What follows belongs to an exercise in optimizing a design on an open flow for small area and a short achievable clock period; a production flow would make more cautious choices. At most, simulation tests tie the RTL to the original design; equivalence was not proved. Power and IR drop assume default switching activity.

==> wip/indigo: inputs <==
// fairq_top
module fairq_top (
   input  logic                   clk,
   input  logic                   reset,
   input  logic                   in_wr,
   input  fairq_pkg::ctrl_t       in_ctrl,
   input  fairq_pkg::data_word_t  in_data,
   input  logic                   rd_dst_addr,
   input  fairq_pkg::queue_idx_t  dst_oq,
   input  fairq_pkg::sram_addr_t  dst_oq_high_addr,
   input  fairq_pkg::sram_addr_t  dst_oq_low_addr,
   output logic                   out_wr,
   output fairq_pkg::ctrl_t       out_ctrl,
   output fairq_pkg::data_word_t  out_data
);
clock: 8.5 ns
lec_check: 0
cap_margin: 20
core_margin: 2
core_utilization: 40
slew_margin: 20
standard.sh (not shown) runs the stock make flow with config.mk's settings and CLKGATE_MAP_FILE= SYNTH_SCRIPT=/design/flow/synth_recipe.tcl, a recipe that flattens the netlist after the stock synthesis.
==> flow/flow/run.sh <==
#!/bin/bash
# The standard layout (standard.sh, unchanged synthesis and steps) with two
# knobs the flow settings cannot reach: port buffers are buf_2 cells instead
# of the default delay cells, and timing repair aims for a larger setup slack.
# make's output goes to flow.log here; each ORFS step keeps its own log under
# orfs/logs/.
set -euo pipefail
export BUFFER_PORTS_ARGS="-buffer_cell sky130_fd_sc_hd__buf_2"
export SETUP_SLACK_MARGIN=5
bash standard.sh > flow.log 2>&1
==> wip/zinc (differences from wip/indigo) <==
--- a/flow/design.v
+++ b/flow/design.v
@@ -186,35 +186,36 @@
    assign ge = g[L][W-1];
 endmodule
 module fairq_eac_add (
    input  logic [15:0] a,
    input  logic [15:0] b,
    output logic [15:0] s
 );
-   logic [15:0] x;
    logic [15:0] g [5];
    logic [15:0] p [5];
-   assign x    = a ^ b;
+   logic [15:0] c;
    assign g[0] = a & b;
-   assign p[0] = x;
+   assign p[0] = a | b;
    for (genvar l = 0; l < 4; l++) begin : g_level
       for (genvar i = 0; i < 16; i++) begin : g_bit
          assign g[l+1][i] = g[l][i] | (p[l][i] & g[l][(i+16-(1<<l))%16]);
          if (l < 3) begin : g_prop
             assign p[l+1][i] = p[l][i] & p[l][(i+16-(1<<l))%16];
          end else begin : g_noprop
             assign p[l+1][i] = 1'b0;
          end
       end
    end
-   assign s = x ^ {g[4][14:0], g[4][15]};
+   assign c = {g[4][14:0], g[4][15]};
+   assign s = a ^ (b ^ c);
 endmodule
 module fairq_window_rewriter (
    input  logic                    clk,
    input  logic                    reset,
+   input  logic                    clear,
    input  logic                    in_wr,
    input  fairq_pkg::ctrl_t        in_ctrl,
    input  fairq_pkg::data_word_t   in_data,
    input  logic                    rewrite_word,
    input  fairq_pkg::queue_idx_t   src_queue,
    input  logic                    port_free,
    output fairq_pkg::queue_idx_t   div_queue,
@@ -261,15 +262,15 @@
    fairq_sub #(.W(17)) u_step (
       .a  (part),
       .b  ({1'b0, divisor}),
       .d  (dif),
       .ge (ge)
    );
    always_ff @(posedge clk) begin
-      if (reset) begin
+      if (reset || clear) begin
          step_count <= 4'd0;
       end else if (step_count == 4'd0) begin
          if (port_free) step_count <= 4'd1;
       end else if (step_count == LAST) begin
          step_count <= 4'd0;
       end else begin
          step_count <= step_count + 4'd1;
@@ -301,39 +302,41 @@
       else if (sat)                    code = 13'd1;
       else if (quotient[12:8] == 5'd0) code = 13'h100;
       else                             code = quotient;
    end
    logic [12:0]   win_code [8];
    logic [12:0]   code_bus;
    logic [12:0]   src_code;
-   assign code_bus = reset ? 13'd0 : code;
+   assign code_bus = clear ? 13'd0 : code;
    for (genvar q = 0; q < 8; q++) begin : g_code
       always_ff @(posedge clk) begin
-         if (reset || (step_count == LAST && div_queue == 3'(q)))
+         if (clear || (step_count == LAST && div_queue == 3'(q)))
             win_code[q] <= code_bus;
       end
    end
    assign src_code = win_code[src_queue];
    logic                  has_share;
    fairq_pkg::window_t    new_window;
+   fairq_pkg::window_t    new_window_n;
    always_ff @(posedge clk) begin
-      has_share  <= (src_code != 13'd0);
-      new_window <= (src_code[12:8] == 5'd0) ? 16'hFFFF : {src_code, 3'b000};
+      has_share    <= (src_code != 13'd0);
+      new_window   <= (src_code[12:8] == 5'd0) ? 16'hFFFF : {src_code, 3'b000};
+      new_window_n <= (src_code[12:8] == 5'd0) ? 16'h0000 : ~{src_code, 3'b000};
    end
    fairq_pkg::window_t    old_window;
    fairq_pkg::window_t    old_checksum;
    fairq_pkg::window_t    csa_sum;
    fairq_pkg::window_t    csa_carry;
    fairq_pkg::window_t    ck_sum;
    fairq_pkg::data_word_t data_next;
    assign old_window   = in_data[63:48];
    assign old_checksum = in_data[47:32];
-   assign csa_sum   = old_window ^ old_checksum ^ new_window;
-   assign csa_carry = (~old_window & ~old_checksum) | (~old_window & new_window) |
-                      (~old_checksum & new_window);
+   assign csa_sum   = old_window ^ (old_checksum ^ new_window);
+   assign csa_carry = (new_window & ~(old_window & old_checksum)) |
+                      (new_window_n & ~(old_window | old_checksum));
    fairq_eac_add u_ck (
       .a (csa_sum),
       .b ({csa_carry[14:0], csa_carry[15]}),
       .s (ck_sum)
    );
    assign data_next = (rewrite_word && has_share) ?
                       {new_window, ~ck_sum, in_data[31:0]} : in_data;
@@ -367,15 +370,19 @@
    logic                      ev_close;
    logic                      header_word;
    logic                      rewrite_word;
    fairq_pkg::queue_idx_t     src_queue;
    fairq_pkg::queue_idx_t     dst_queue;
    fairq_pkg::sram_addr_t     new_capacity;
    logic                      unused_cap_ge;
-   logic                      new_cap_nz;
+   logic                      clear;
+   logic                      cfg_valid;
+   fairq_pkg::queue_idx_t     cfg_queue;
+   logic [16:0]               cfg_cap4;
+   logic                      cfg_nz;
    logic [8-1:0] lane_live;
    logic [16:0]               lane_cap4  [8];
    fairq_pkg::flow_count_t    lane_open  [8];
    fairq_pkg::flow_count_t    lane_diff  [8];
    fairq_pkg::queue_idx_t     div_queue;
    fairq_pkg::queue_idx_t     div_queue_next;
    fairq_pkg::queue_idx_t     sel_next;
@@ -479,48 +486,55 @@
    assign open_p2[0] = sel_open[0];
    assign diff_p2[0] = sel_diff[0];
    always_comb begin
       if (do_open && do_close) diff_next = open_two ? diff_p1 : sel_diff;
       else if (do_open)        diff_next = open_two ? diff_p2 : diff_p1;
       else                     diff_next = diff_m1;
    end
-   assign open_bus = reset ? 16'd0 : (open_two ? open_p2 : open_p1);
-   assign diff_bus = reset ? 16'd0 : diff_next;
+   assign open_bus = clear ? 16'd0 : (open_two ? open_p2 : open_p1);
+   assign diff_bus = clear ? 16'd0 : diff_next;
    fairq_sub #(.W(19)) u_cap (
       .a  (dst_oq_high_addr),
       .b  (dst_oq_low_addr),
       .d  (new_capacity),
       .ge (unused_cap_ge)
    );
-   assign new_cap_nz = (dst_oq_high_addr != dst_oq_low_addr);
-   assign cap_bus    = reset ? 17'd0 : new_capacity[18:2];
+   always_ff @(posedge clk) begin
+      clear     <= reset;
+      cfg_valid <= rd_dst_addr && !reset;
+      cfg_queue <= dst_oq;
+      cfg_cap4  <= new_capacity[18:2];
+      cfg_nz    <= (dst_oq_high_addr != dst_oq_low_addr);
+   end
+   assign cap_bus = clear ? 17'd0 : cfg_cap4;
    for (genvar q = 0; q < 8; q++) begin : g_lane
       logic cap_hit, open_hit, close_hit;
-      assign cap_hit   = rd_dst_addr && (dst_oq == 3'(q));
+      assign cap_hit   = cfg_valid && (cfg_queue == 3'(q));
       assign open_hit  = do_open && sel_hot[q];
       assign close_hit = do_close && sel_hot[q];
       fairq_queue_lane u_lane (
          .clk         (clk),
-         .reset       (reset),
-         .cap_en      (reset || cap_hit),
+         .reset       (clear),
+         .cap_en      (clear || cap_hit),
          .cap_bus     (cap_bus),
-         .open_en     (reset || open_hit),
+         .open_en     (clear || open_hit),
          .open_bus    (open_bus),
-         .diff_en     (reset || open_hit || close_hit),
+         .diff_en     (clear || open_hit || close_hit),
          .diff_bus    (diff_bus),
-         .set_live    ((cap_hit && new_cap_nz) || open_hit || close_hit),
+         .set_live    ((cap_hit && cfg_nz) || open_hit || close_hit),
          .live        (lane_live[q]),
          .cap4        (lane_cap4[q]),
          .open_count  (lane_open[q]),
          .flow_diff   (lane_diff[q])
       );
    end
    fairq_window_rewriter u_rewriter (
       .clk          (clk),
       .reset        (reset),
+      .clear        (clear),
       .in_wr        (in_wr),
       .in_ctrl      (in_ctrl),
       .in_data      (in_data),
       .rewrite_word (rewrite_word),
       .src_queue    (src_queue),
       .port_free    (port_free),
       .div_queue    (div_queue),
==> flow/flow/run.sh (replaced) <==
#!/bin/bash
# The standard layout (standard.sh, unchanged synthesis and steps) with two
# knobs the flow settings cannot reach: port buffers are buf_2 cells instead
# of the default delay cells, and timing repair aims for a larger setup slack.
# make's output goes to flow.log here; each ORFS step keeps its own log under
# orfs/logs/.
set -euo pipefail
export BUFFER_PORTS_ARGS="-buffer_cell sky130_fd_sc_hd__buf_2"
export SETUP_SLACK_MARGIN=5.3
bash standard.sh > flow.log 2>&1
--- a/flow/config.mk
+++ b/flow/config.mk
@@ -4,8 +4,10 @@
 export VERILOG_FILES = /design/flow/design.v
 export SDC_FILE = /design/flow/constraint.sdc
 export NUM_CORES = 4
 export LEC_CHECK = 0
 export CAP_MARGIN = 20
 export CORE_MARGIN = 2
 export CORE_UTILIZATION = 40
+export CTS_CLUSTER_DIAMETER = 150
+export CTS_CLUSTER_SIZE = 20
 export SLEW_MARGIN = 20
==> wip/yarrow (differences from wip/indigo) <==
--- a/flow/design.v
+++ b/flow/design.v
@@ -207,14 +207,15 @@
       end
    end
    assign s = x ^ {g[4][14:0], g[4][15]};
 endmodule
 module fairq_window_rewriter (
    input  logic                    clk,
    input  logic                    reset,
+   input  logic                    clear,
    input  logic                    in_wr,
    input  fairq_pkg::ctrl_t        in_ctrl,
    input  fairq_pkg::data_word_t   in_data,
    input  logic                    rewrite_word,
    input  fairq_pkg::queue_idx_t   src_queue,
    input  logic                    port_free,
    output fairq_pkg::queue_idx_t   div_queue,
@@ -261,15 +262,15 @@
    fairq_sub #(.W(17)) u_step (
       .a  (part),
       .b  ({1'b0, divisor}),
       .d  (dif),
       .ge (ge)
    );
    always_ff @(posedge clk) begin
-      if (reset) begin
+      if (reset || clear) begin
          step_count <= 4'd0;
       end else if (step_count == 4'd0) begin
          if (port_free) step_count <= 4'd1;
       end else if (step_count == LAST) begin
          step_count <= 4'd0;
       end else begin
          step_count <= step_count + 4'd1;
@@ -301,18 +302,18 @@
       else if (sat)                    code = 13'd1;
       else if (quotient[12:8] == 5'd0) code = 13'h100;
       else                             code = quotient;
    end
    logic [12:0]   win_code [8];
    logic [12:0]   code_bus;
    logic [12:0]   src_code;
-   assign code_bus = reset ? 13'd0 : code;
+   assign code_bus = clear ? 13'd0 : code;
    for (genvar q = 0; q < 8; q++) begin : g_code
       always_ff @(posedge clk) begin
-         if (reset || (step_count == LAST && div_queue == 3'(q)))
+         if (clear || (step_count == LAST && div_queue == 3'(q)))
             win_code[q] <= code_bus;
       end
    end
    assign src_code = win_code[src_queue];
    logic                  has_share;
    fairq_pkg::window_t    new_window;
    always_ff @(posedge clk) begin
@@ -367,15 +368,19 @@
    logic                      ev_close;
    logic                      header_word;
    logic                      rewrite_word;
    fairq_pkg::queue_idx_t     src_queue;
    fairq_pkg::queue_idx_t     dst_queue;
    fairq_pkg::sram_addr_t     new_capacity;
    logic                      unused_cap_ge;
-   logic                      new_cap_nz;
+   logic                      clear;
+   logic                      cfg_valid;
+   fairq_pkg::queue_idx_t     cfg_queue;
+   logic [16:0]               cfg_cap4;
+   logic                      cfg_nz;
    logic [8-1:0] lane_live;
    logic [16:0]               lane_cap4  [8];
    fairq_pkg::flow_count_t    lane_open  [8];
    fairq_pkg::flow_count_t    lane_diff  [8];
    fairq_pkg::queue_idx_t     div_queue;
    fairq_pkg::queue_idx_t     div_queue_next;
    fairq_pkg::queue_idx_t     sel_next;
@@ -479,48 +484,55 @@
    assign open_p2[0] = sel_open[0];
    assign diff_p2[0] = sel_diff[0];
    always_comb begin
       if (do_open && do_close) diff_next = open_two ? diff_p1 : sel_diff;
       else if (do_open)        diff_next = open_two ? diff_p2 : diff_p1;
       else                     diff_next = diff_m1;
    end
-   assign open_bus = reset ? 16'd0 : (open_two ? open_p2 : open_p1);
-   assign diff_bus = reset ? 16'd0 : diff_next;
+   assign open_bus = clear ? 16'd0 : (open_two ? open_p2 : open_p1);
+   assign diff_bus = clear ? 16'd0 : diff_next;
    fairq_sub #(.W(19)) u_cap (
       .a  (dst_oq_high_addr),
       .b  (dst_oq_low_addr),
       .d  (new_capacity),
       .ge (unused_cap_ge)
    );
-   assign new_cap_nz = (dst_oq_high_addr != dst_oq_low_addr);
-   assign cap_bus    = reset ? 17'd0 : new_capacity[18:2];
+   always_ff @(posedge clk) begin
+      clear     <= reset;
+      cfg_valid <= rd_dst_addr && !reset;
+      cfg_queue <= dst_oq;
+      cfg_cap4  <= new_capacity[18:2];
+      cfg_nz    <= (dst_oq_high_addr != dst_oq_low_addr);
+   end
+   assign cap_bus = clear ? 17'd0 : cfg_cap4;
    for (genvar q = 0; q < 8; q++) begin : g_lane
       logic cap_hit, open_hit, close_hit;
-      assign cap_hit   = rd_dst_addr && (dst_oq == 3'(q));
+      assign cap_hit   = cfg_valid && (cfg_queue == 3'(q));
       assign open_hit  = do_open && sel_hot[q];
       assign close_hit = do_close && sel_hot[q];
       fairq_queue_lane u_lane (
          .clk         (clk),
-         .reset       (reset),
-         .cap_en      (reset || cap_hit),
+         .reset       (clear),
+         .cap_en      (clear || cap_hit),
          .cap_bus     (cap_bus),
-         .open_en     (reset || open_hit),
+         .open_en     (clear || open_hit),
          .open_bus    (open_bus),
-         .diff_en     (reset || open_hit || close_hit),
+         .diff_en     (clear || open_hit || close_hit),
          .diff_bus    (diff_bus),
-         .set_live    ((cap_hit && new_cap_nz) || open_hit || close_hit),
+         .set_live    ((cap_hit && cfg_nz) || open_hit || close_hit),
          .live        (lane_live[q]),
          .cap4        (lane_cap4[q]),
          .open_count  (lane_open[q]),
          .flow_diff   (lane_diff[q])
       );
    end
    fairq_window_rewriter u_rewriter (
       .clk          (clk),
       .reset        (reset),
+      .clear        (clear),
       .in_wr        (in_wr),
       .in_ctrl      (in_ctrl),
       .in_data      (in_data),
       .rewrite_word (rewrite_word),
       .src_queue    (src_queue),
       .port_free    (port_free),
       .div_queue    (div_queue),
==> flow/config.mk (replaced) <==
export PLATFORM = sky130hd
export DESIGN_NAME = fairq_top
export DESIGN_NICKNAME = fairq_top
export VERILOG_FILES = /design/flow/design.v
export SDC_FILE = /design/flow/constraint.sdc
export NUM_CORES = 4
export LEC_CHECK = 0
export CAP_MARGIN = 20
export CORE_MARGIN = 2
export CORE_UTILIZATION = 60
export CTS_CLUSTER_DIAMETER = 150
export CTS_CLUSTER_SIZE = 20
export SLEW_MARGIN = 20
==> wip/fjord (differences from wip/indigo) <==
--- a/flow/design.v
+++ b/flow/design.v
@@ -207,14 +207,15 @@
       end
    end
    assign s = x ^ {g[4][14:0], g[4][15]};
 endmodule
 module fairq_window_rewriter (
    input  logic                    clk,
    input  logic                    reset,
+   input  logic                    clear,
    input  logic                    in_wr,
    input  fairq_pkg::ctrl_t        in_ctrl,
    input  fairq_pkg::data_word_t   in_data,
    input  logic                    rewrite_word,
    input  fairq_pkg::queue_idx_t   src_queue,
    input  logic                    port_free,
    output fairq_pkg::queue_idx_t   div_queue,
@@ -261,15 +262,15 @@
    fairq_sub #(.W(17)) u_step (
       .a  (part),
       .b  ({1'b0, divisor}),
       .d  (dif),
       .ge (ge)
    );
    always_ff @(posedge clk) begin
-      if (reset) begin
+      if (reset || clear) begin
          step_count <= 4'd0;
       end else if (step_count == 4'd0) begin
          if (port_free) step_count <= 4'd1;
       end else if (step_count == LAST) begin
          step_count <= 4'd0;
       end else begin
          step_count <= step_count + 4'd1;
@@ -301,18 +302,18 @@
       else if (sat)                    code = 13'd1;
       else if (quotient[12:8] == 5'd0) code = 13'h100;
       else                             code = quotient;
    end
    logic [12:0]   win_code [8];
    logic [12:0]   code_bus;
    logic [12:0]   src_code;
-   assign code_bus = reset ? 13'd0 : code;
+   assign code_bus = clear ? 13'd0 : code;
    for (genvar q = 0; q < 8; q++) begin : g_code
       always_ff @(posedge clk) begin
-         if (reset || (step_count == LAST && div_queue == 3'(q)))
+         if (clear || (step_count == LAST && div_queue == 3'(q)))
             win_code[q] <= code_bus;
       end
    end
    assign src_code = win_code[src_queue];
    logic                  has_share;
    fairq_pkg::window_t    new_window;
    always_ff @(posedge clk) begin
@@ -367,15 +368,19 @@
    logic                      ev_close;
    logic                      header_word;
    logic                      rewrite_word;
    fairq_pkg::queue_idx_t     src_queue;
    fairq_pkg::queue_idx_t     dst_queue;
    fairq_pkg::sram_addr_t     new_capacity;
    logic                      unused_cap_ge;
-   logic                      new_cap_nz;
+   logic                      clear;
+   logic                      cfg_valid;
+   fairq_pkg::queue_idx_t     cfg_queue;
+   logic [16:0]               cfg_cap4;
+   logic                      cfg_nz;
    logic [8-1:0] lane_live;
    logic [16:0]               lane_cap4  [8];
    fairq_pkg::flow_count_t    lane_open  [8];
    fairq_pkg::flow_count_t    lane_diff  [8];
    fairq_pkg::queue_idx_t     div_queue;
    fairq_pkg::queue_idx_t     div_queue_next;
    fairq_pkg::queue_idx_t     sel_next;
@@ -479,48 +484,55 @@
    assign open_p2[0] = sel_open[0];
    assign diff_p2[0] = sel_diff[0];
    always_comb begin
       if (do_open && do_close) diff_next = open_two ? diff_p1 : sel_diff;
       else if (do_open)        diff_next = open_two ? diff_p2 : diff_p1;
       else                     diff_next = diff_m1;
    end
-   assign open_bus = reset ? 16'd0 : (open_two ? open_p2 : open_p1);
-   assign diff_bus = reset ? 16'd0 : diff_next;
+   assign open_bus = clear ? 16'd0 : (open_two ? open_p2 : open_p1);
+   assign diff_bus = clear ? 16'd0 : diff_next;
    fairq_sub #(.W(19)) u_cap (
       .a  (dst_oq_high_addr),
       .b  (dst_oq_low_addr),
       .d  (new_capacity),
       .ge (unused_cap_ge)
    );
-   assign new_cap_nz = (dst_oq_high_addr != dst_oq_low_addr);
-   assign cap_bus    = reset ? 17'd0 : new_capacity[18:2];
+   always_ff @(posedge clk) begin
+      clear     <= reset;
+      cfg_valid <= rd_dst_addr && !reset;
+      cfg_queue <= dst_oq;
+      cfg_cap4  <= new_capacity[18:2];
+      cfg_nz    <= (dst_oq_high_addr != dst_oq_low_addr);
+   end
+   assign cap_bus = clear ? 17'd0 : cfg_cap4;
    for (genvar q = 0; q < 8; q++) begin : g_lane
       logic cap_hit, open_hit, close_hit;
-      assign cap_hit   = rd_dst_addr && (dst_oq == 3'(q));
+      assign cap_hit   = cfg_valid && (cfg_queue == 3'(q));
       assign open_hit  = do_open && sel_hot[q];
       assign close_hit = do_close && sel_hot[q];
       fairq_queue_lane u_lane (
          .clk         (clk),
-         .reset       (reset),
-         .cap_en      (reset || cap_hit),
+         .reset       (clear),
+         .cap_en      (clear || cap_hit),
          .cap_bus     (cap_bus),
-         .open_en     (reset || open_hit),
+         .open_en     (clear || open_hit),
          .open_bus    (open_bus),
-         .diff_en     (reset || open_hit || close_hit),
+         .diff_en     (clear || open_hit || close_hit),
          .diff_bus    (diff_bus),
-         .set_live    ((cap_hit && new_cap_nz) || open_hit || close_hit),
+         .set_live    ((cap_hit && cfg_nz) || open_hit || close_hit),
          .live        (lane_live[q]),
          .cap4        (lane_cap4[q]),
          .open_count  (lane_open[q]),
          .flow_diff   (lane_diff[q])
       );
    end
    fairq_window_rewriter u_rewriter (
       .clk          (clk),
       .reset        (reset),
+      .clear        (clear),
       .in_wr        (in_wr),
       .in_ctrl      (in_ctrl),
       .in_data      (in_data),
       .rewrite_word (rewrite_word),
       .src_queue    (src_queue),
       .port_free    (port_free),
       .div_queue    (div_queue),
==> run notes <==
metric                                                                                               wip/fjord                                wip/yarrow                                wip/indigo                                  wip/zinc
Share of final-layout standard cells stronger than drive strength 1                                      0.182                                     0.153                                     0.204                                     0.228
Switching part of the total power                                                                        0.245                                     0.244                                     0.266                                     0.255
Path depth of the worst reg2reg path                                                                        12                                        10                                        14                                        13
Area occupied by multi-input gates                                                                0.0101 sq mm                              0.0101 sq mm                              0.0103 sq mm                              0.0118 sq mm
Part of the total power dissipated in combinational logic                                                0.106                                     0.124                                     0.165                                     0.147
Clock network power consumption                                                                        3.22 mW                                   2.00 mW                                   3.21 mW                                   2.12 mW
Max Freq                                                                                               288 MHz                                   284 MHz                                   276 MHz                                   301 MHz
Status                                                                                timing/DRC/antenna clean                  timing/DRC/antenna clean                  timing/DRC/antenna clean                  timing/DRC/antenna clean
Placed cell areas                                                                                 0.0321 sq mm                              0.0317 sq mm                              0.0316 sq mm                              0.0334 sq mm
Number of diodes added for antenna fixing                                                                    0                                         0                                         0                                         1
Crit Reg-Reg Endpoint                                                g_lane[4].u_lane.open_count[15]$_DFFE_PP_  g_lane[0].u_lane.flow_diff[15]$_DFFE_PP_  g_lane[7].u_lane.flow_diff[15]$_DFFE_PP_  g_lane[0].u_lane.flow_diff[14]$_DFFE_PP_
Grt met1 use                                                                                             0.273                                     0.404                                     0.269                                     0.277
Count of cells resized by post-cts repair                                                                   31                                        32                                        52                                       143
Non-clock buffer count                                                                                     239                                       227                                       237                                       313
Sequential logic power                                                                                 4.08 mW                                   4.08 mW                                   4.06 mW                                   4.15 mW
Vias in the first global route                                                                           20100                                     19700                                     19800                                     21400
Layout overhead on the synthesized area                                                                  16.5%                                     10.8%                                     18.5%                                     17.8%
Final Total Pwr                                                                                        8.16 mW                                   6.94 mW                                   8.71 mW                                   7.34 mW
Clk cell area share                                                                                     0.0701                                    0.0354                                    0.0705                                    0.0335
Final weighted congestion of routability-driven global placement                                         0.902                                     0.951                                     0.894                                     0.892
Proportion of power drawn by the clock network                                                           0.395                                     0.288                                     0.369                                     0.288
Worst setup path endpoint                                                      u_rewriter.out_data[34]$_DFF_P_           u_rewriter.out_data[36]$_DFF_P_   g_lane[4].u_lane.flow_diff[2]$_DFFE_PP_           u_rewriter.out_data[47]$_DFF_P_
Tap cell count                                                                                             969                                       672                                       959                                      1040
Function not checked in wip/indigo and wip/zinc: the RTL went through the layout flow alone.

afterwards: timing with drivers on the ports:
In the flow no input, the clock included, has a driving cell. The finished layouts below were timed again as built, in two steps. Step 1: set_driving_cell puts a clkbuf_16 on clk and a buf_2 on each other input, an assumption about the parent block. Step 2 also shifts input and output timing later by t, the mid clock arrival at the registers, as if the neighbouring blocks saw the same clock. Three values: no drivers, after step 1, after step 2; two values: the first two.
run | t (ns) | slack for setup (ns) | clock arrival spread, ns | pins driven straight from the clock port
wip/indigo | 0.681 | 4.877 / 4.880 / 4.198 | 0.029 / 0.029 | 1
wip/zinc | 0.669 | 5.175 / 5.190 / 4.521 | 0.042 / 0.042 | 1
wip/yarrow | 0.644 | 4.984 / 5.016 / 4.372 | 0.030 / 0.030 | 1
wip/fjord | 0.679 | 5.031 / 5.073 / 4.394 | 0.023 / 0.022 | 1
After both steps every run listed still meets setup and hold. For wip/indigo, which loses most, drivers alone change the setup slack by +0.003 ns; drivers and shift together by -0.679 ns.
